Context: an optimization exercise on an open-source flow, tuned for small area and a short achievable clock period. The choices shown serve that exercise and are no tape-out recipe. Function was checked by simulation only, so behaviour that the tests miss may differ from the original. No run shown here takes its clock network from TritonCTS; it comes from the design's own scripts or RTL. No driver is modelled on the clock port, so clock power and skew are understated where the tree is cut down; a real chip needs a root buffer or a tree. Power is estimated from default activity; no workload was simulated.

<file path="flow/flow/run.sh">
#!/bin/bash
set -euo pipefail
export LAYER_PARASITICS_FILE="$(pwd)/flow/rc_pessimistic.tcl"
export BUFFER_PORTS_ARGS="-buffer_cell sky130_fd_sc_hd__buf_4"
export PRE_CTS_TCL="$(pwd)/flow/cts_manual.tcl"
PLATFORM_DONT_USE="sky130_fd_sc_hd__probe_p_8 sky130_fd_sc_hd__probec_p_8 sky130_fd_sc_hd__lpflow_bleeder_1 sky130_fd_sc_hd__lpflow_clkbufkapwr_1 sky130_fd_sc_hd__lpflow_clkbufkapwr_16 sky130_fd_sc_hd__lpflow_clkbufkapwr_2 sky130_fd_sc_hd__lpflow_clkbufkapwr_4 sky130_fd_sc_hd__lpflow_clkbufkapwr_8 sky130_fd_sc_hd__lpflow_clkinvkapwr_1 sky130_fd_sc_hd__lpflow_clkinvkapwr_16 sky130_fd_sc_hd__lpflow_clkinvkapwr_2 sky130_fd_sc_hd__lpflow_clkinvkapwr_4 sky130_fd_sc_hd__lpflow_clkinvkapwr_8 sky130_fd_sc_hd__lpflow_decapkapwr_12 sky130_fd_sc_hd__lpflow_decapkapwr_3 sky130_fd_sc_hd__lpflow_decapkapwr_4 sky130_fd_sc_hd__lpflow_decapkapwr_6 sky130_fd_sc_hd__lpflow_decapkapwr_8 sky130_fd_sc_hd__lpflow_inputiso0n_1 sky130_fd_sc_hd__lpflow_inputiso0p_1 sky130_fd_sc_hd__lpflow_inputiso1n_1 sky130_fd_sc_hd__lpflow_inputiso1p_1 sky130_fd_sc_hd__lpflow_inputisolatch_1 sky130_fd_sc_hd__lpflow_isobufsrc_1 sky130_fd_sc_hd__lpflow_isobufsrc_16 sky130_fd_sc_hd__lpflow_isobufsrc_2 sky130_fd_sc_hd__lpflow_isobufsrc_4 sky130_fd_sc_hd__lpflow_isobufsrc_8 sky130_fd_sc_hd__lpflow_isobufsrckapwr_16 sky130_fd_sc_hd__lpflow_lsbuf_lh_hl_isowell_tap_1 sky130_fd_sc_hd__lpflow_lsbuf_lh_hl_isowell_tap_2 sky130_fd_sc_hd__lpflow_lsbuf_lh_hl_isowell_tap_4 sky130_fd_sc_hd__lpflow_lsbuf_lh_isowell_4 sky130_fd_sc_hd__lpflow_lsbuf_lh_isowell_tap_1 sky130_fd_sc_hd__lpflow_lsbuf_lh_isowell_tap_2 sky130_fd_sc_hd__lpflow_lsbuf_lh_isowell_tap_4 sky130_fd_sc_hd__fill_1 sky130_fd_sc_hd__fill_2 sky130_fd_sc_hd__fill_4 sky130_fd_sc_hd__fill_8 "
EXTRA_DONT_USE="sky130_fd_sc_hd__or4_1 sky130_fd_sc_hd__or4_2 sky130_fd_sc_hd__or4_4 sky130_fd_sc_hd__or4b_1 sky130_fd_sc_hd__or4b_2 sky130_fd_sc_hd__or4b_4 sky130_fd_sc_hd__a22o_1 sky130_fd_sc_hd__a22o_2 sky130_fd_sc_hd__a22o_4 sky130_fd_sc_hd__a221oi_1 sky130_fd_sc_hd__a221oi_2 sky130_fd_sc_hd__a221oi_4 sky130_fd_sc_hd__a221o_1 sky130_fd_sc_hd__a221o_2 sky130_fd_sc_hd__a221o_4"
bash standard.sh "DONT_USE_CELLS=$PLATFORM_DONT_USE $EXTRA_DONT_USE" finish > standard.log 2>&1
</file>
<file path="flow/flow/cts_manual.tcl">
# Sourced by ORFS's cts.tcl (PRE_CTS_TCL) before it calls clock_tree_synthesis.
# Replaces that command with a two-level clock tree built here: the clock's
# flip-flops are split by recursive bisection of their placement into groups
# of at most LEAF_MAX, each driven by a clkbuf_16 at the group's centre; the
# leaf buffers are split into ROOTS groups the same way, each driven by a
# clkbuf_16 at its centre, and the clock port drives those ROOTS buffers.
# Every flip-flop goes through exactly two buffers, so all registers see the
# same tree depth. cts.tcl then legalizes, repairs and writes the result as
# it does after its own clock_tree_synthesis.

set ::mcts_leaf_max 30
set ::mcts_roots 4
set ::mcts_buf sky130_fd_sc_hd__clkbuf_16

# Split items ({name x y} lists) into groups of at most max by halving along
# the wider side, or into exactly n groups (n a power of 2) when n > 0.
proc mcts_bisect { items max n } {
  if { ($n > 0 && $n == 1) || ($n == 0 && [llength $items] <= $max) } {
    return [list $items]
  }
  set xs [lmap it $items { lindex $it 1 }]
  set ys [lmap it $items { lindex $it 2 }]
  set w [expr { [tcl::mathfunc::max {*}$xs] - [tcl::mathfunc::min {*}$xs] }]
  set h [expr { [tcl::mathfunc::max {*}$ys] - [tcl::mathfunc::min {*}$ys] }]
  set k [expr { $w >= $h ? 1 : 2 }]
  set sorted [lsort -integer -index $k $items]
  set half [expr { [llength $sorted] / 2 }]
  set sub [expr { $n > 0 ? $n / 2 : 0 }]
  return [concat [mcts_bisect [lrange $sorted 0 [expr { $half - 1 }]] $max $sub] \
    [mcts_bisect [lrange $sorted $half end] $max $sub]]
}

proc mcts_center { group } {
  set sx 0
  set sy 0
  foreach it $group {
    set sx [expr { $sx + [lindex $it 1] }]
    set sy [expr { $sy + [lindex $it 2] }]
  }
  set n [llength $group]
  return [list [expr { $sx / $n }] [expr { $sy / $n }]]
}

proc mcts_buffer { block master name x y in_net out_name } {
  set inst [odb::dbInst_create $block $master $name]
  $inst setLocation $x $y
  $inst setPlacementStatus PLACED
  [$inst findITerm A] connect $in_net
  set out [odb::dbNet_create $block $out_name]
  $out setSigType CLOCK
  [$inst findITerm X] connect $out
  return $out
}

rename clock_tree_synthesis mcts_orig_clock_tree_synthesis
proc clock_tree_synthesis { args } {
  set block [ord::get_db_block]
  set master [[ord::get_db] findMaster $::mcts_buf]
  set clk [$block findNet ACLK]
  $clk setSigType CLOCK
  # Sinks: every instance pin on the clock net
  set sinks {}
  foreach it [$clk getITerms] {
    set box [[$it getInst] getBBox]
    lappend sinks [list $it [expr { ([$box xMin] + [$box xMax]) / 2 }] \
      [expr { ([$box yMin] + [$box yMax]) / 2 }]]
  }
  set leaves [mcts_bisect $sinks $::mcts_leaf_max 0]
  puts "manual cts: [llength $sinks] sinks in [llength $leaves] leaf groups"
  foreach it $sinks { [lindex $it 0] disconnect }
  # Leaf centres, then root groups of leaves
  set litems {}
  set i 0
  foreach g $leaves {
    lassign [mcts_center $g] x y
    lappend litems [list $i $x $y]
    incr i
  }
  set roots [mcts_bisect $litems 0 $::mcts_roots]
  set r 0
  foreach rg $roots {
    lassign [mcts_center $rg] rx ry
    set rnet [mcts_buffer $block $master mcts_root_$r $rx $ry $clk mcts_root_net_$r]
    foreach li $rg {
      lassign $li idx x y
      set lnet [mcts_buffer $block $master mcts_leaf_$idx $x $y $rnet mcts_leaf_net_$idx]
      foreach it [lindex $leaves $idx] { [lindex $it 0] connect $lnet }
    }
    incr r
  }
  set_propagated_clock [all_clocks]
  puts "manual cts: [llength $roots] root buffers, [llength $leaves] leaf buffers"
}
</file>
<file path="flow/flow/rc_pessimistic.tcl">
set_layer_rc -layer li1 -capacitance [expr {1.25 * 1.499e-04}] -resistance [expr {1.25 * 7.176e-02}]
set_layer_rc -layer met1 -capacitance [expr {1.25 * 1.72375E-04}] -resistance [expr {1.25 * 8.929e-04}]
set_layer_rc -layer met2 -capacitance [expr {1.25 * 1.36233E-04}] -resistance [expr {1.25 * 8.929e-04}]
set_layer_rc -layer met3 -capacitance [expr {1.25 * 2.14962E-04}] -resistance [expr {1.25 * 1.567e-04}]
set_layer_rc -layer met4 -capacitance [expr {1.25 * 1.48128E-04}] -resistance [expr {1.25 * 1.567e-04}]
set_layer_rc -layer met5 -capacitance [expr {1.25 * 1.54087E-04}] -resistance [expr {1.25 * 1.781e-05}]

set_layer_rc -via mcon -resistance 9.249146E-3
set_layer_rc -via via -resistance 4.5E-3
set_layer_rc -via via2 -resistance 3.368786E-3
set_layer_rc -via via3 -resistance 0.376635E-3
set_layer_rc -via via4 -resistance 0.00580E-3

set_wire_rc -signal -layer met1
set_wire_rc -clock -layer met3
</file>
<file path="flow/standard.sh">
#!/bin/bash
# synth_recipe.tcl (not shown) runs the flow's synth.tcl, then flattens the netlist and writes it again
# the make line also repeats each setting of config.mk as NAME=value (left out here)
make -C /OpenROAD-flow-scripts/flow DESIGN_CONFIG=/design/flow/config.mk WORK_HOME=/design/flow/orfs CLKGATE_MAP_FILE= SYNTH_SCRIPT=/design/flow/synth_recipe.tcl "${@:-finish}"
</file>
<file path="flow/config.mk">
export PLATFORM = sky130hd
export DESIGN_NAME = d5m_frame_axis_bridge
export DESIGN_NICKNAME = d5m_frame_axis_bridge
export VERILOG_FILES = /design/flow/design.v
export SDC_FILE = /design/flow/constraint.sdc
export NUM_CORES = 4
export LEC_CHECK = 0
export CAP_MARGIN = 20
export CORE_MARGIN = 2
export CORE_UTILIZATION = 70
export SETUP_SLACK_MARGIN = 2.8
export SLEW_MARGIN = 20
export TNS_END_PERCENT = 100
</file>
<file path="flow/constraint.sdc">
create_clock -name core_clock -period 5.0 [get_ports {ACLK}]
set_input_delay 1.0000 -clock core_clock [delete_from_list [all_inputs] [get_ports {ACLK}]]
set_output_delay 1.0000 -clock core_clock [all_outputs]
set_load 0.01 [all_outputs]
</file>
<file path="flow/design.v">
package d5m_axis_pkg;
  typedef enum logic [1:0] {
    WAIT_VB = 2'd0,
    ARMED   = 2'd1,
    ACTIVE  = 2'd2,
    DROP    = 2'd3
  } bridge_state_e;
  localparam logic [23:0] BAR_RGB = {
    3'b000, 3'b001, 3'b100, 3'b101, 3'b010, 3'b011, 3'b110, 3'b111
  };
  typedef struct packed {
    logic sof;
    logic eol;
  } entry_tag_t;
  localparam int TAG_W = 2;   
endpackage
module axis_sync_fifo_fwft #(
  parameter int WIDTH = 26,
  parameter int DEPTH = 65,
  parameter int LO    = 5
) (
  input  logic                         clk,
  input  logic [LO-1:0]                wr_lo,
  input  logic [(DEPTH+LO-1)/LO-1:0]   wr_hi,
  input  logic [WIDTH-1:0]             wr_data,
  input  logic [DEPTH-1:0]             rd_sel,
  output logic [WIDTH-1:0]             rd_data
);
  localparam int LV = $clog2(DEPTH);
  logic [WIDTH-1:0] mem [DEPTH];
  always_ff @(posedge clk) begin
    for (int i = 0; i < DEPTH; i++) begin
      if (wr_lo[i % LO] && wr_hi[i / LO]) mem[i] <= wr_data;
    end
  end
  logic [WIDTH-1:0] or_t [LV+1][DEPTH];
  always_comb begin
    int n;
    for (int l = 0; l <= LV; l++) begin
      for (int i = 0; i < DEPTH; i++) or_t[l][i] = '0;
    end
    for (int i = 0; i < DEPTH; i++) or_t[0][i] = mem[i] & {WIDTH{rd_sel[i]}};
    n = DEPTH;
    for (int l = 1; l <= LV; l++) begin
      for (int i = 0; i < DEPTH; i++) begin
        if (2 * i + 1 < n) or_t[l][i] = or_t[l-1][2*i] | or_t[l-1][2*i+1];
        else if (2 * i < n) or_t[l][i] = or_t[l-1][2*i];
      end
      n = (n + 1) / 2;
    end
  end
  assign rd_data = or_t[LV][0];
endmodule
module d5m_frame_axis_bridge #(
  parameter int DATA_WIDTH = 24,
  parameter int FIFO_DEPTH = 64,
  parameter int X_WIDTH    = 12,
  parameter int Y_WIDTH    = 12,
  parameter int BAR_SHIFT  = 5
) (
  input  logic                  ACLK,
  input  logic                  ARESETN,
  input  logic [DATA_WIDTH-1:0] idata,
  input  logic                  ifval,
  input  logic                  ilval,
  input  logic                  cfg_test_en,
  input  logic                  cfg_clr_ovf,
  input  logic                  m_axis_tready,
  output logic                  m_axis_tvalid,
  output logic [DATA_WIDTH-1:0] m_axis_tdata,
  output logic                  m_axis_tuser,
  output logic                  m_axis_tlast,
  output logic [X_WIDTH-1:0]    xCord,
  output logic [Y_WIDTH-1:0]    yCord,
  output logic [X_WIDTH-1:0]    frame_width,
  output logic [Y_WIDTH-1:0]    frame_height,
  output logic [15:0]           frame_count,
  output logic                  endOfFrame,
  output logic                  ovf_flag
);
  localparam int FW = DATA_WIDTH / 3;
  localparam int AW = $clog2(FIFO_DEPTH);
  localparam int NS = FIFO_DEPTH + 1;
  localparam int LO = 5;   
  localparam int HI = (NS + LO - 1) / LO;
  logic                  act_q, arm_q;
  logic                  ifval_q, ilval_q;
  logic                  test_en_q, sof_pend_q;
  logic                  xz_q;
  logic [2:0]            bk_q, bar_q;
  logic [X_WIDTH-1:0]    xcord_q, last_len_q, frame_w_q;
  logic                  yz_q, yp_q;
  logic [Y_WIDTH-1:0]    ycord_q, frame_h_q;
  logic [15:0]           frame_cnt_q;
  logic                  eof_q, ovf_q;
  logic                  hv_q;
  logic [LO-1:0]         ws_lo_q;
  logic [HI-1:0]         ws_hi_q;
  logic [NS-1:0]         rd_sel_q;
  logic [AW-1:0]         cnt_q;
  logic                  ov_q;
  logic                  ae_q, full_q, blk_q;
  logic [DATA_WIDTH+1:0] out_q;
  logic                  pix_ok, fv_rise, fv_fall, acc, line_end, ovf_evt;
  logic [X_WIDTH-1:0]    xcord_p1, x_cur;
  logic [Y_WIDTH-1:0]    ycord_p1, y_cur;
  logic                  bk_step, test_en_d;
  logic [2:0]            bk_d;
  logic [DATA_WIDTH-1:0] pix_data;
  logic                  load, rd, inc, hv_d, full_d;
  logic [NS-1:0]         ws_sel;
  logic [DATA_WIDTH:0]   rdata;
  logic                  rd_eol;
  assign xcord_p1 = xcord_q + X_WIDTH'(1);
  assign x_cur    = xz_q ? '0 : xcord_p1;
  assign ycord_p1 = ycord_q + Y_WIDTH'(1);
  assign y_cur    = yz_q ? '0 : (yp_q ? ycord_p1 : ycord_q);
  for (genvar gi = 0; gi < 3; gi++) begin : g_pix
    assign pix_data[gi*FW +: FW] = test_en_q ? {FW{bar_q[gi]}} : idata[gi*FW +: FW];
  end
  if (DATA_WIDTH > 3 * FW) begin : g_pix_pad
    assign pix_data[DATA_WIDTH-1:3*FW] = test_en_q ? '0 : idata[DATA_WIDTH-1:3*FW];
  end
  assign pix_ok   = ifval & ilval;
  assign fv_rise  = ifval & ~ifval_q;
  assign fv_fall  = ~ifval & ifval_q;
  assign acc      = act_q & pix_ok;
  assign line_end = hv_q & ~pix_ok;
  assign ovf_evt = blk_q & ~m_axis_tready;
  assign load    = ~ov_q | m_axis_tready;
  assign rd      = load & (~ae_q | hv_q);
  assign inc     = hv_q & ~ovf_evt;
  assign hv_d    = acc & ~ovf_evt;
  assign full_d  = (inc == rd) ? full_q : (inc && cnt_q == AW'(FIFO_DEPTH - 2));
  assign bk_step   = acc && !xz_q && xcord_q[BAR_SHIFT-1:0] == BAR_SHIFT'((1 << BAR_SHIFT) - 2);
  assign test_en_d = (arm_q && fv_rise) ? cfg_test_en : test_en_q;
  always_comb begin
    bk_d = bk_q;
    if ((arm_q && fv_rise) || line_end) bk_d = '0;
    else if (bk_step) bk_d = bk_q + 3'd1;
  end
  for (genvar gs = 0; gs < NS; gs++) begin : g_ws
    assign ws_sel[gs] = ws_lo_q[gs % LO] & ws_hi_q[gs / LO];
  end
  axis_sync_fifo_fwft #(
    .WIDTH (DATA_WIDTH + 1),
    .DEPTH (NS),
    .LO    (LO)
  ) u_mem (
    .clk     (ACLK),
    .wr_lo   (ws_lo_q),
    .wr_hi   (ws_hi_q),
    .wr_data ({sof_pend_q, pix_data}),
    .rd_sel  (rd_sel_q),
    .rd_data (rdata)
  );
  logic [NS-1:0]         eol_mem;
  always_ff @(posedge ACLK) begin
    for (int i = 0; i < NS; i++) begin
      if (hv_q && ws_sel[(i + 1) % NS]) eol_mem[i] <= ~pix_ok;
    end
  end
  assign rd_eol = ae_q ? ~pix_ok : |(eol_mem & rd_sel_q);
  always_ff @(posedge ACLK) begin
    if (!ARESETN) out_q <= '0;
    else if (rd) out_q <= {rdata[DATA_WIDTH], rd_eol, rdata[DATA_WIDTH-1:0]};
  end
  always_ff @(posedge ACLK) begin
    if (!ARESETN) begin
      act_q       <= 1'b0;
      arm_q       <= 1'b0;
      ifval_q     <= 1'b0;
      ilval_q     <= 1'b0;
      test_en_q   <= 1'b0;
      sof_pend_q  <= 1'b0;
      xz_q        <= 1'b1;
      bk_q        <= '0;
      bar_q       <= d5m_axis_pkg::BAR_RGB[2:0];
      xcord_q     <= '0;
      yz_q        <= 1'b1;
      yp_q        <= 1'b0;
      ycord_q     <= '0;
      last_len_q  <= '0;
      frame_w_q   <= '0;
      frame_h_q   <= '0;
      frame_cnt_q <= '0;
      eof_q       <= 1'b0;
      ovf_q       <= 1'b0;
      hv_q        <= 1'b0;
      ws_lo_q     <= LO'(1);
      ws_hi_q     <= HI'(1);
      rd_sel_q    <= NS'(1);
      cnt_q       <= '0;
      ov_q        <= 1'b0;
      ae_q        <= 1'b1;
      full_q      <= 1'b0;
      blk_q       <= 1'b0;
    end else begin
      ifval_q   <= ifval;
      ilval_q   <= ilval;
      eof_q     <= act_q & fv_fall & ~ovf_evt;
      ovf_q     <= ovf_evt | (ovf_q & ~cfg_clr_ovf);
      hv_q      <= hv_d;
      test_en_q <= test_en_d;
      bk_q      <= bk_d;
      bar_q     <= d5m_axis_pkg::BAR_RGB[3*bk_d +: 3];
      if (!act_q && !arm_q) begin
        if (!ifval) arm_q <= 1'b1;
      end
      if (arm_q && fv_rise) begin
        arm_q      <= 1'b0;
        act_q      <= 1'b1;
        sof_pend_q <= 1'b1;
        xz_q       <= 1'b1;
        yz_q       <= 1'b1;
      end
      if (acc) begin
        sof_pend_q <= 1'b0;
        xz_q       <= 1'b0;
        xcord_q    <= x_cur;
        ycord_q    <= y_cur;
        yz_q       <= 1'b0;
        yp_q       <= 1'b0;
      end
      if (line_end) begin
        xz_q       <= 1'b1;
        yz_q       <= 1'b0;
        yp_q       <= 1'b1;
        last_len_q <= x_cur;
      end
      if (ovf_evt) begin
        act_q <= 1'b0;
      end else if (act_q && fv_fall) begin
        act_q       <= 1'b0;
        arm_q       <= 1'b1;
        frame_w_q   <= line_end ? x_cur : last_len_q;
        frame_h_q   <= line_end ? ycord_p1 : y_cur;
        frame_cnt_q <= frame_cnt_q + 16'd1;
      end
      if (ovf_evt) begin
        ws_lo_q <= {ws_lo_q[0], ws_lo_q[LO-1:1]};
        if (ws_lo_q[0]) ws_hi_q <= {ws_hi_q[0], ws_hi_q[HI-1:1]};
      end else if (hv_d) begin
        ws_lo_q <= {ws_lo_q[LO-2:0], ws_lo_q[LO-1]};
        if (ws_lo_q[LO-1]) ws_hi_q <= {ws_hi_q[HI-2:0], ws_hi_q[HI-1]};
      end
      if (rd) rd_sel_q <= {rd_sel_q[NS-2:0], rd_sel_q[NS-1]};
      if (inc && !rd) cnt_q <= cnt_q + AW'(1);
      else if (!inc && rd) cnt_q <= cnt_q - AW'(1);
      if (load) ov_q <= rd;
      ae_q   <= (inc == rd) ? ae_q : (!inc && cnt_q == AW'(1));
      full_q <= full_d;
      blk_q  <= hv_d & full_d;
    end
  end
  assign m_axis_tvalid = ov_q;
  assign m_axis_tdata  = out_q[DATA_WIDTH-1:0];
  assign m_axis_tlast  = out_q[DATA_WIDTH];
  assign m_axis_tuser  = out_q[DATA_WIDTH+1];
  assign xCord         = xcord_q;
  assign yCord         = ycord_q;
  assign frame_width   = frame_w_q;
  assign frame_height  = frame_h_q;
  assign frame_count   = frame_cnt_q;
  assign endOfFrame    = eof_q;
  assign ovf_flag      = ovf_q;
endmodule
</file>
==> results of run 1 <==
==> layer usage <==
layer	vias up	routed length [um]
met5	-	415
met4	26	28400
met3	1744	64200
met2	6624	111000
met1	23900	83300
li1	18000	-
==> Yosys cell counts, drive strengths merged, types with 2 or more instances <==
library cell  instances
nand2               517
xnor2                20
edfxtp             1690
buf                 128
a22oi               771
ha                   10
a211oi                7
clkbuf              184
a311oi               16
and4b                16
inv                  41
nor3                 44
or3                  14
o31ai                 4
nand2b                7
a31oi                33
a21boi                2
o21ai                95
nor2                 88
nor2b                 3
mux2i                 9
nor4                 58
nand3b                4
nand4                92
dfxtp               212
and3                111
and2                 78
a222oi               25
or2                   4
nand3                47
a21oi               107
xor2                 16
==> kinds of logic after synthesis <==
logic type | after synthesis | synth area share [%]
DFF | 1902 | 78.7
AOI/OAI and AO/OA | 1073 | 10.9
adders and majority gates | 10 | 0.179
muxes | 10 | 0.145
buffers and inverters | 353 | 2.03
and+or+nand+nor | 1086 | 7.58
xor gates and xnor gates | 36 | 0.451
==> cell type report <==
class,instances,share of cell area (%)
sequential,1902,71.3
multi-input combinational,2233,18.6
timing repair buffer,455,5.53
buffer,68,2.19
tap,1287,2.08
inverter,41,0.205
antenna,32,0.103
==> repair_timing <==
| action | in CTS | in global routing |
|---|---|---|
| gates cloned | 20 | 3 |
| buffers inserted | 21 | 62 |
| gates resized for setup | 181 | 104 |
| endpoints found under the hold margin | 0 | 0 |
| pin swaps | 23 | 18 |
| setup endpoints to repair | 1740 | 688 |
==> worst paths after layout <==
path,endpoint,from,cells past startpoint
worst max-delay path,u_mem.mem[32][12],ws_lo_q[2],2
worst min-delay path,last_len_q[5],last_len_q[5],2
worst max register to register,u_mem.mem[32][12],ws_lo_q[2],2
worst min register to register,last_len_q[5],last_len_q[5],2
==> worst max-delay path, cell delays in order (launching register included) <==
cell and delay [ns]:
dfxtp_1 0.48, buf_4 0.36, and2_4 0.89
==> report_power, final <==
| group | total [mW] | switching, mW | internal [mW] |
|---|---|---|---|
| combinational | 1.18 | 0.848 | 0.332 |
| clock | 6.86 | 4.43 | 2.44 |
| sequential | 17.6 | 0.142 | 17.4 |
| total | 25.6 | 5.42 | 20.2 |
==> flip-flops by register name, summed over array words and instances (netlist names), 3 cells and up <==
name,cells
eol_mem,65
xcord_q,12
ws_hi_q,13
frame_cnt_q,16
cnt_q,6
u_mem.mem,1625
out_q,26
rd_sel_q,65
frame_w_q,12
bar_q,3
last_len_q,12
ws_lo_q,5
ycord_q,12
frame_h_q,12
bk_q,3
==> layout by cell type, fill, tap and decap left out, drive strengths merged, types with 2 or more instances in the layout <==
cell,n
edfxtp,1690
a22oi,771
nand2,517
buf,450
dfxtp,212
o21ai,112
and3,111
a21oi,107
nand4,92
nor2,88
and2,79
clkbuf,68
nor4,58
nand3,47
nor3,44
inv,41
a31oi,33
diode,32
a222oi,25
xnor2,20
xor2,16
a311oi,16
and4b,16
or3,14
ha,10
mux2i,9
nand2b,7
a211oi,7
bufbuf,5
or2,4
nand3b,4
o31ai,4
nor2b,3
a21boi,2
==> qor.yml, run 1 <==
finish:
  multi_input_area_um2: 14400
  final_nets: 4742
  n_fill_cell: 5585
  drive_gt1_share_pct: 17.3
  regArea_um2: 55300
  stdcell_area_um2: 77600
  syn2layout_area_growth_pct: 11.0
  layout.cells.non_filler: 6018
  utilization_pct: 78.6
global_routing:
  gr-total-overflow: 0
  first_global_vias: 44500
  grt_antenna_before_repair: 24
  grt_use_met3_pct: 32.3
  grt_use_total_pct: 55.3
  grt_use_met2_pct: 71.7
  top_usage_layer: "met2"
  grt_pass1_wl_mm: 375
  met1_usage_pct: 69.2
  grt_max_degree: 73
route:
  wirelength_mm: 287
  wl_per_cell_um: 47.7
  first_pass_iters: 10
  first_iter_violations: 13000
  avgViaCountPerCell: 8.35
  num_vias: 50200
  ant_nets: 0
  drc_errors: 0
sta:
  finalSetupViolCount: 0
  min_period_over_period_pct: 43.5
  postLayoutSetupSlackWorst_ns: 2.83
  worst_pin_slew_ns: 1.06
  max_clock_freq_ghz: 0.460
  finClkSkew_ns: 0.0473
  rsz0062_at_grt: "yes"
  hold_viol: 0
  slew_headroom_pct: 29.5
  drv_slew: 0
  min_period_ns: 2.17
  fin_tns_setup_ns: 0
  hold-worst-slack_ns: 0.471
yosys:
  synth_top_cell_by_area: "edfxtp_1"
  ys_ff_latch: 1902
  syn_inst: 4470
  synth_area_leaders: "edfxtp_1 73%, a22oi_1 8.3%, dfxtp_1 6.1%"
  synthArstFlopShare_pct: 0
  synth.distinct_cells: 61
  synth_top_area_share_pct: 72.6
  syn_area_um2: 69900
  ys.warnings.count: 4
  ys_seq_area_share_pct: 78.7
  syn_nets: 4511
  synth_edf_count: 1690
  synthFlopType: "edfxtp_1"
  syn_avg_cell_area_um2: 15.6
run:
  maxCapViolations: 0
floorplan:
  core.rowCount: 115
  fp.dieArea_um2: 102000
  die_width_um: 320
  fp.dieH_um: 320
  start_util_pct: 70.8
  coreArea_um2: 98700
  num_io_pins: 124
critical_path:
  setup.worst_path.class: "register to register"
  ff2ff_setup_slack_ns: 2.83
  critical_path.endpoint_type: "register"
  cp.required_ns: 5.17
  worstSetupStartpointType: "register"
  cp_max_fo: 25
  cp.arrival_ns: 2.34
clocking:
  cts_hold_buf: 0
  clk_latency_ns: 0.57
  cts.clk_slew.worst_paths_ns: 0.11
pwr:
  peakVddDrop_v: 0.000394
  power.leakage_nw: 25.3
  power_density_nw_per_um2: 330
  finalPower_mw: 25.6
place:
  post-place-ws_ns: 2.04
  finalWeightedCongestion: 0.952
  post-dp-hpwl_mm: 161
  dp.cells: 5809
  port_buffers: 123
  dpl-instance-area_um2: 73700
run_status:
  status: "finished clean"
hold_path:
  hp-class: "register to register"
==> run 2, diff against run 1 <==
--- a/flow/config.mk
+++ b/flow/config.mk
@@ -10,3 +10,3 @@
 export CORE_UTILIZATION = 70
-export SETUP_SLACK_MARGIN = 2.8
+export SETUP_SLACK_MARGIN = 2.9
 export SLEW_MARGIN = 20
==> run 2 against run 1 <==
Largest power group unchanged. Core utilization up 0.73 points. Design area rose by 0.93%. Power about the same. First-iteration DRC count is 8.0% lower. Routed wire length fell by 1.9%. Fmax increased by 0.50%. Still clean. Synthesized cell count is the same. Sequential power barely moved. Sequential share of layout area decreased by 0.45 points. Sequential cell count is the same. Worst setup slack improved by 0.011 ns.
==> qor.yml, run 2 <==
run_status:
  status: "finished clean"  # unchanged
global_routing:
  gr-total-overflow: 0  # unchanged
  first_global_vias: 44300  # was 44.5k
  grt_max_degree: 67  # was 73
  grt_antenna_before_repair: 22  # was 24
  grt_use_total_pct: 53.9  # was 55.3%
  grt_pass1_wl_mm: 367  # was 375 mm
critical_path:
  crit_path_top_delay_cell: "dfxtp_4"  # was and2_4
  path_delay_family: "flip-flops"  # was simple AND/OR/NAND/NOR gates
  cp.required_ns: 4.00  # was 5.17 ns
  path_cells: "buf_6"  # was buf_4 -> and2_4
  crit_buf_inv: 1  # unchanged
  cp.arrival_ns: 1.16  # was 2.34 ns
  cp_max_fo: 2  # was 25
  worstSetupStartpointType: "register"  # unchanged
  setup.worst_path.class: "register to output pin"  # was register to register
  cp_slowest_stage_delay_ns: 0.46  # was 0.89 ns
  critical_path.endpoint_type: "output pin"  # was register
yosys:
  ys.warnings.count: 4  # unchanged
  synth_area_leaders: "edfxtp_1 73%, a22oi_1 8.3%, dfxtp_1 6.1%"  # unchanged
  synth_common_cells: "1,690 x edfxtp_1, 771 x a22oi_1, 517 x nand2_1"  # unchanged
  syn_inst: 4470  # unchanged
  yosysMostFrequentCell: "edfxtp_1"  # unchanged
  synth.distinct_cells: 61  # unchanged
  synth_top_cell_by_area: "edfxtp_1"  # unchanged
  syn_nets: 4511  # unchanged
  syn_area_um2: 69900  # unchanged
  syn_avg_cell_area_um2: 15.6  # unchanged
  synthArstFlopShare_pct: 0  # unchanged
  ys_seq_area_share_pct: 78.7  # unchanged
  synthFlopType: "edfxtp_1"  # unchanged
  synth_edf_count: 1690  # unchanged
  synth_top_area_share_pct: 72.6  # unchanged
  ys_ff_latch: 1902  # unchanged
pwr:
  finalPower_mw: 25.6  # about the same
  comb_power_share_pct: 4.6  # about the same
  power_density_nw_per_um2: 327  # was 330 nW/um2
  peakVddDrop_v: 0.000404  # was 0.000394 V
  swShare_pct: 21.1  # about the same
  cellInternalPower_mw: 20.2  # about the same
  switching_power_mw: 5.41  # was 5.42 mW
  clkPwrFrac_pct: 26.8  # about the same
  power.leakage_nw: 25.6  # was 25.3 nW
  p_seq_share_pct: 68.6  # about the same
sta:
  rsz0062_at_grt: "yes"  # unchanged
  finalSetupViolCount: 0  # unchanged
  min_period_over_period_pct: 43.2  # was 43.5%
  min_period_ns: 2.16  # was 2.17 ns
  fin_tns_setup_ns: 0  # unchanged
  postLayoutSetupSlackWorst_ns: 2.84  # was 2.83 ns
  slew_headroom_pct: 31.4  # was 29.5%
  hold-worst-slack_ns: 0.483  # was 0.471 ns
  hold_viol: 0  # unchanged
  max_clock_freq_ghz: 0.462  # was 0.460 GHz
  finClkSkew_ns: 0.0471  # was 0.0473 ns
  worst_pin_slew_ns: 1.03  # was 1.06 ns
  drv_slew: 0  # unchanged
finish:
  top_register: "u_mem.mem"  # unchanged
  final_cell_mix: "1,690 x edfxtp_1, 758 x a22oi_1, 510 x nand2_1, 317 x buf_4, 135 x buf_6"  # was 1,690 x edfxtp_1, 767 x a22oi_1, 514 x nand2_1, 358 x buf_4, 110 x and3_1
  utilization_pct: 79.3  # was 78.6%
  reg_top3: "u_mem.mem (1625), eol_mem (65), rd_sel_q (65)"  # unchanged
  stdcell_area_um2: 78300  # was 77,600 um2
  syn2layout_area_growth_pct: 12.0  # was 11.0%
  regArea_um2: 55500  # was 55,300 um2
  final_nets: 4772  # was 4,742
  layout.cells.non_filler: 6039  # was 6,018
  n_fill_cell: 5432  # was 5,585
  layout_commonest_cell: "edfxtp_1"  # unchanged
  drive_gt1_share_pct: 19.4  # was 17.3%
  largest_reg_flops: 1625  # unchanged
  multi_input_area_um2: 14500  # was 14,400 um2
place:
  post-place-ws_ns: 2.05  # was 2.04 ns
  port_buffers: 123  # unchanged
  finalWeightedCongestion: 0.935  # was 0.952
  dp.cells: 5799  # was 5,809
  dpl-instance-area_um2: 73500  # was 73,700 um2
  post-dp-hpwl_mm: 156  # was 161 mm
floorplan:
  fp.dieArea_um2: 102000  # unchanged
  core.rowCount: 115  # unchanged
  fp.dieH_um: 320  # unchanged
  start_util_pct: 70.8  # unchanged
  num_io_pins: 124  # unchanged
  coreArea_um2: 98700  # unchanged
  die_width_um: 320  # unchanged
clocking:
  clk_latency_ns: 0.57  # about the same
  cts.clk_slew.worst_paths_ns: 0.11  # about the same
route:
  avgViaCountPerCell: 8.28  # was 8.35
  drc_errors: 0  # unchanged
  wl_per_cell_um: 46.6  # was 47.7 um
  first_iter_violations: 12000  # was 13.0k
  first_pass_iters: 20  # was 10
  ant_nets: 0  # unchanged
  wirelength_mm: 282  # was 287 mm
  num_vias: 50000  # was 50.2k
run:
  maxCapViolations: 0  # unchanged
hold_path:
  hp-class: "register to register"  # unchanged
## run 2: cell type report
class | instances | area share [%]
diodes | 23 | 0.0735
plain buffers | 68 | 2.17
inverters | 41 | 0.203
multi-input cells | 2220 | 18.5
flip-flops and latches | 1902 | 70.8
well taps | 1287 | 2.06
repair buffers | 498 | 6.16
## run 2: power by group through the flow
stage                     Clock (mW)  Combinational (mW)  Sequential [mW]
after floorplan                    0               0.533             17.9
after global placement             0                1.02             18.0
after detailed placement           0               0.959             17.9
after CTS                       7.14                1.15             17.6
after global routing            7.69                1.32             17.6
final                           6.86                1.18             17.6
## run 2: cell families (layout without fill, tap and decap cells)
kind of cell,count (synthesis),count (layout),share of synthesized area [%]
AO/OA/AOI/OAI,1073,1075,10.9
AND/OR/NAND/NOR,1086,1089,7.58
buffers and inverters,353,607,2.03
XOR/XNOR,36,36,0.451
other,0,23,0
multiplexers,10,10,0.145
adder cells (fa/ha/maj),10,10,0.179
flip-flops,1902,1902,78.7
## run 2: timing repair
action | CTS | global route
gates resized for setup | 374 | 124
cloned | 6 | 4
buffers inserted | 80 | 59
setup endpoints to repair | 3077 | 1413
pin swaps | 18 | 21
hold buffers | 0 | 0
## run 2: routing by layer
layer	vias up	wire (um)	GRT usage [%]
li1	18000	-	-
met1	23800	81300	68.0
met2	6414	112000	72.2
met3	1743	60100	27.2
met4	35	27600	38.6
met5	-	462	0
## run 2: worst paths after layout
| kind | slack (ns) | depth (start not counted) | startpoint | endpoint |
|---|---|---|---|---|
| max | 2.84 | 1 | out_q[1] | m_axis_tdata[1] |
| min | 0.48 | 2 | last_len_q[6] | last_len_q[6] |
| max reg2reg | 2.91 | 2 | ws_hi_q[3] | u_mem.mem[19][17] |
| min reg2reg | 0.48 | 2 | last_len_q[6] | last_len_q[6] |
## run 2: worst register-to-register path, stage by stage, from the launching register on
cell and delay, ns:
dfxtp_2 0.57, and2_2 0.59, buf_4 0.52
==> run 3, diff against run 2 <==
--- a/flow/config.mk
+++ b/flow/config.mk
@@ -10,3 +10,3 @@
 export CORE_UTILIZATION = 70
-export SETUP_SLACK_MARGIN = 2.9
+export SETUP_SLACK_MARGIN = 3.0
 export SLEW_MARGIN = 20
==> run 3 against run 2 <==
Worst setup slack lost 0.0075 ns. Final cell count up 3.0%. Via count is 3.4% higher. Sequential power about the same. Clock power barely moved. Register-to-register slack improved by 0.10 ns. Critical path type unchanged. Critical endpoint is now m_axis_tdata[22].
==> qor.yml, run 3 <==
critical_path:
  cp.required_ns: 4.00  # about the same
  crit_buf_inv: 1  # unchanged
  path_cells: "buf_6"  # unchanged
  cp_max_fo: 2  # unchanged
  cp_slowest_stage_delay_ns: 0.49  # was 0.46 ns
  critical_path.endpoint_type: "output pin"  # unchanged
  setup.worst_path.class: "register to output pin"  # unchanged
  worstSetupStartpointType: "register"  # unchanged
  path_delay_family: "flip-flops"  # unchanged
  crit_path_top_delay_cell: "dfxtp_4"  # unchanged
  cp.arrival_ns: 1.17  # was 1.16 ns
floorplan:
  die_width_um: 320  # unchanged
  core.rowCount: 115  # unchanged
  fp.dieH_um: 320  # unchanged
  num_io_pins: 124  # unchanged
  coreArea_um2: 98700  # unchanged
  start_util_pct: 70.8  # unchanged
  fp.dieArea_um2: 102000  # unchanged
sta:
  max_clock_freq_ghz: 0.461  # was 0.462 GHz
  min_period_ns: 2.17  # was 2.16 ns
  min_period_over_period_pct: 43.4  # was 43.2%
  worst_pin_slew_ns: 0.966  # was 1.03 ns
  hold_viol: 0  # unchanged
  finalSetupViolCount: 0  # unchanged
  hold-worst-slack_ns: 0.470  # was 0.483 ns
  rsz0062_at_grt: "yes"  # unchanged
  slew_headroom_pct: 35.6  # was 31.4%
  postLayoutSetupSlackWorst_ns: 2.83  # was 2.84 ns
  drv_slew: 0  # unchanged
  finClkSkew_ns: 0.0407  # was 0.0471 ns
  fin_tns_setup_ns: 0  # unchanged
yosys:
  synthArstFlopShare_pct: 0  # unchanged
  synth_common_cells: "1,690 x edfxtp_1, 771 x a22oi_1, 517 x nand2_1"  # unchanged
  synth_top_area_share_pct: 72.6  # unchanged
  synth.distinct_cells: 61  # unchanged
  synth_area_leaders: "edfxtp_1 73%, a22oi_1 8.3%, dfxtp_1 6.1%"  # unchanged
  synth_top_cell_by_area: "edfxtp_1"  # unchanged
  yosysMostFrequentCell: "edfxtp_1"  # unchanged
  ys_ff_latch: 1902  # unchanged
  syn_avg_cell_area_um2: 15.6  # unchanged
  syn_area_um2: 69900  # unchanged
  syn_nets: 4511  # unchanged
  ys_seq_area_share_pct: 78.7  # unchanged
  synth_edf_count: 1690  # unchanged
  syn_inst: 4470  # unchanged
  ys.warnings.count: 4  # unchanged
  synthFlopType: "edfxtp_1"  # unchanged
route:
  first_iter_violations: 12600  # was 12.0k
  first_pass_iters: 17  # was 20
  wirelength_mm: 291  # was 282 mm
  avgViaCountPerCell: 8.32  # was 8.28
  drc_errors: 0  # unchanged
  ant_nets: 0  # unchanged
  num_vias: 51700  # was 50.0k
  wl_per_cell_um: 46.7  # was 46.6 um
finish:
  drive_gt1_share_pct: 23.6  # was 19.4%
  largest_reg_flops: 1625  # unchanged
  layout_commonest_cell: "edfxtp_1"  # unchanged
  layout.cells.non_filler: 6221  # was 6,039
  final_cell_mix: "1,690 x edfxtp_1, 746 x a22oi_1, 508 x nand2_1, 389 x buf_4, 147 x buf_6"  # was 1,690 x edfxtp_1, 758 x a22oi_1, 510 x nand2_1, 317 x buf_4, 135 x buf_6
  top_register: "u_mem.mem"  # unchanged
  final_nets: 4928  # was 4,772
  syn2layout_area_growth_pct: 15.6  # was 12.0%
  reg_top3: "u_mem.mem (1625), eol_mem (65), rd_sel_q (65)"  # unchanged
clocking:
  cts_hold_buf: 0  # unchanged
  clk_latency_ns: 0.56  # was 0.57 ns
  cts.clk_slew.worst_paths_ns: 0.11  # about the same
global_routing:
  grt_pass1_wl_mm: 374  # was 367 mm
  grt_max_degree: 69  # was 67
  first_global_vias: 45600  # was 44.3k
  gr-total-overflow: 0  # unchanged
  grt_use_total_pct: 54.9  # was 53.9%
  grt_antenna_before_repair: 26  # was 22
place:
  dp.cells: 5796  # was 5,799
  post-place-ws_ns: 1.95  # was 2.05 ns
  post-dp-hpwl_mm: 156  # about the same
  port_buffers: 123  # unchanged
  finalWeightedCongestion: 0.947  # was 0.935
pwr:
  power.leakage_nw: 26.7  # was 25.6 nW
  peakVddDrop_v: 0.000424  # was 0.000404 V
  finalPower_mw: 25.7  # was 25.6 mW
  power_density_nw_per_um2: 318  # was 327 nW/um2
hold_path:
  hp-class: "register to register"  # unchanged
run_status:
  status: "finished clean"  # unchanged
run:
  maxCapViolations: 0  # unchanged
==> run 3: cell types whose count changed in the layout (fill, tap and decap cells not counted), sizes merged <==
cell   before  now
and2       79   80
buf       492  646
diode      23   49
o21ai      96   97
==> run 3: cell type report <==
class / count / area (um2)
antenna: 49 / 123
buffer: 68 / 1700
fill: 5066 / 17900
inverter: 41 / 221
multi-input combinational: 2222 / 14700
sequential: 1902 / 55500
tap: 1287 / 1610
timing repair buffer: 652 / 6900
==> run 3: stage by stage <==
| step | utilization, % | cell area [um2] |
|---|---|---|
| 3_3_place_gp | 74.6 | 73700 |
| 4_1_cts | 80.1 | 79100 |
| 2_1_floorplan | - | 70400 |
| 3_5_place_dp | 74.6 | 73700 |
| 6_report | 81.8 | 80800 |
| 5_1_grt | 81.7 | 80700 |
==> run 3: kinds of logic (layout without fill, tap and decap cells) <==
family                   after synthesis  count (layout)  synth area share [%]
AO/OA/AOI/OAI                       1073            1076                  10.9
multiplexers                          10              10                 0.145
adder cells (fa/ha/maj)               10              10                 0.179
flip-flops                          1902            1902                  78.7
XOR/XNOR                              36              36                 0.451
other                                  0              49                     0
AND/OR/NAND/NOR                     1086            1090                  7.58
buffers and inverters                353             761                  2.03
==> run 3: layer usage <==
metal | vias up | GRT usage, % | wire (um)
met5 | - | 4.68 | 1530
met4 | 46 | 37.2 | 28800
met1 | 24600 | 67.2 | 83000
met3 | 1927 | 31.9 | 64000
met2 | 6755 | 73.1 | 113000
li1 | 18400 | - | -
==> run 3: repair_timing <==
action,CTS,global route
pin swaps,36,50
gates resized for setup,536,135
setup buffers,199,92
cloned,10,7
endpoints found under the setup margin,3233,1193
==> run 3: path summary, 6_finish.rpt <==
path,end,slack (ns),start,depth (start not counted)
hold reg to reg,last_len_q[5],0.47,last_len_q[5],2
setup reg to reg,out_q[9],3.01,rd_sel_q[52],6
hold / removal,last_len_q[5],0.47,last_len_q[5],2
setup / recovery,m_axis_tdata[22],2.83,out_q[22],1
==> run 3: where the power goes <==
group	internal, mW	switching, mW	leakage [nW]
clock network	2.44	4.39	0.838
registers	17.4	0.140	17.1
logic	0.404	0.924	8.84
total	20.3	5.46	26.7

[separate check: timing with driven ports]
How much do the figures lean on ideal ports? The routed layouts below were timed once more, with nothing changed but the port constraints. Step 1 assumes that a clkbuf_16 drives the clock port and a buf_2 every other input. Step 2, shift: input delay + t, output delay - t, t = (earliest + latest rising clock arrival at the registers) / 2. This alone moves slack from input paths to output paths. Three values: no drivers, after step 1, after step 2; two values: the first two.
run | t, ns | setup WS [ns] | worst setup path at the end
run 1 | 0.739 | 2.827 / 2.649 / 2.279 | input to register
run 2 | 0.732 | 2.838 / 2.654 / 2.410 | input to register
run 3 | 0.733 | 2.830 / 2.639 / 2.369 | input to register
After both steps setup and hold are still met in every run listed. For run 1, which loses most, drivers alone change the setup slack by -0.178 ns; drivers and shift together by -0.548 ns.
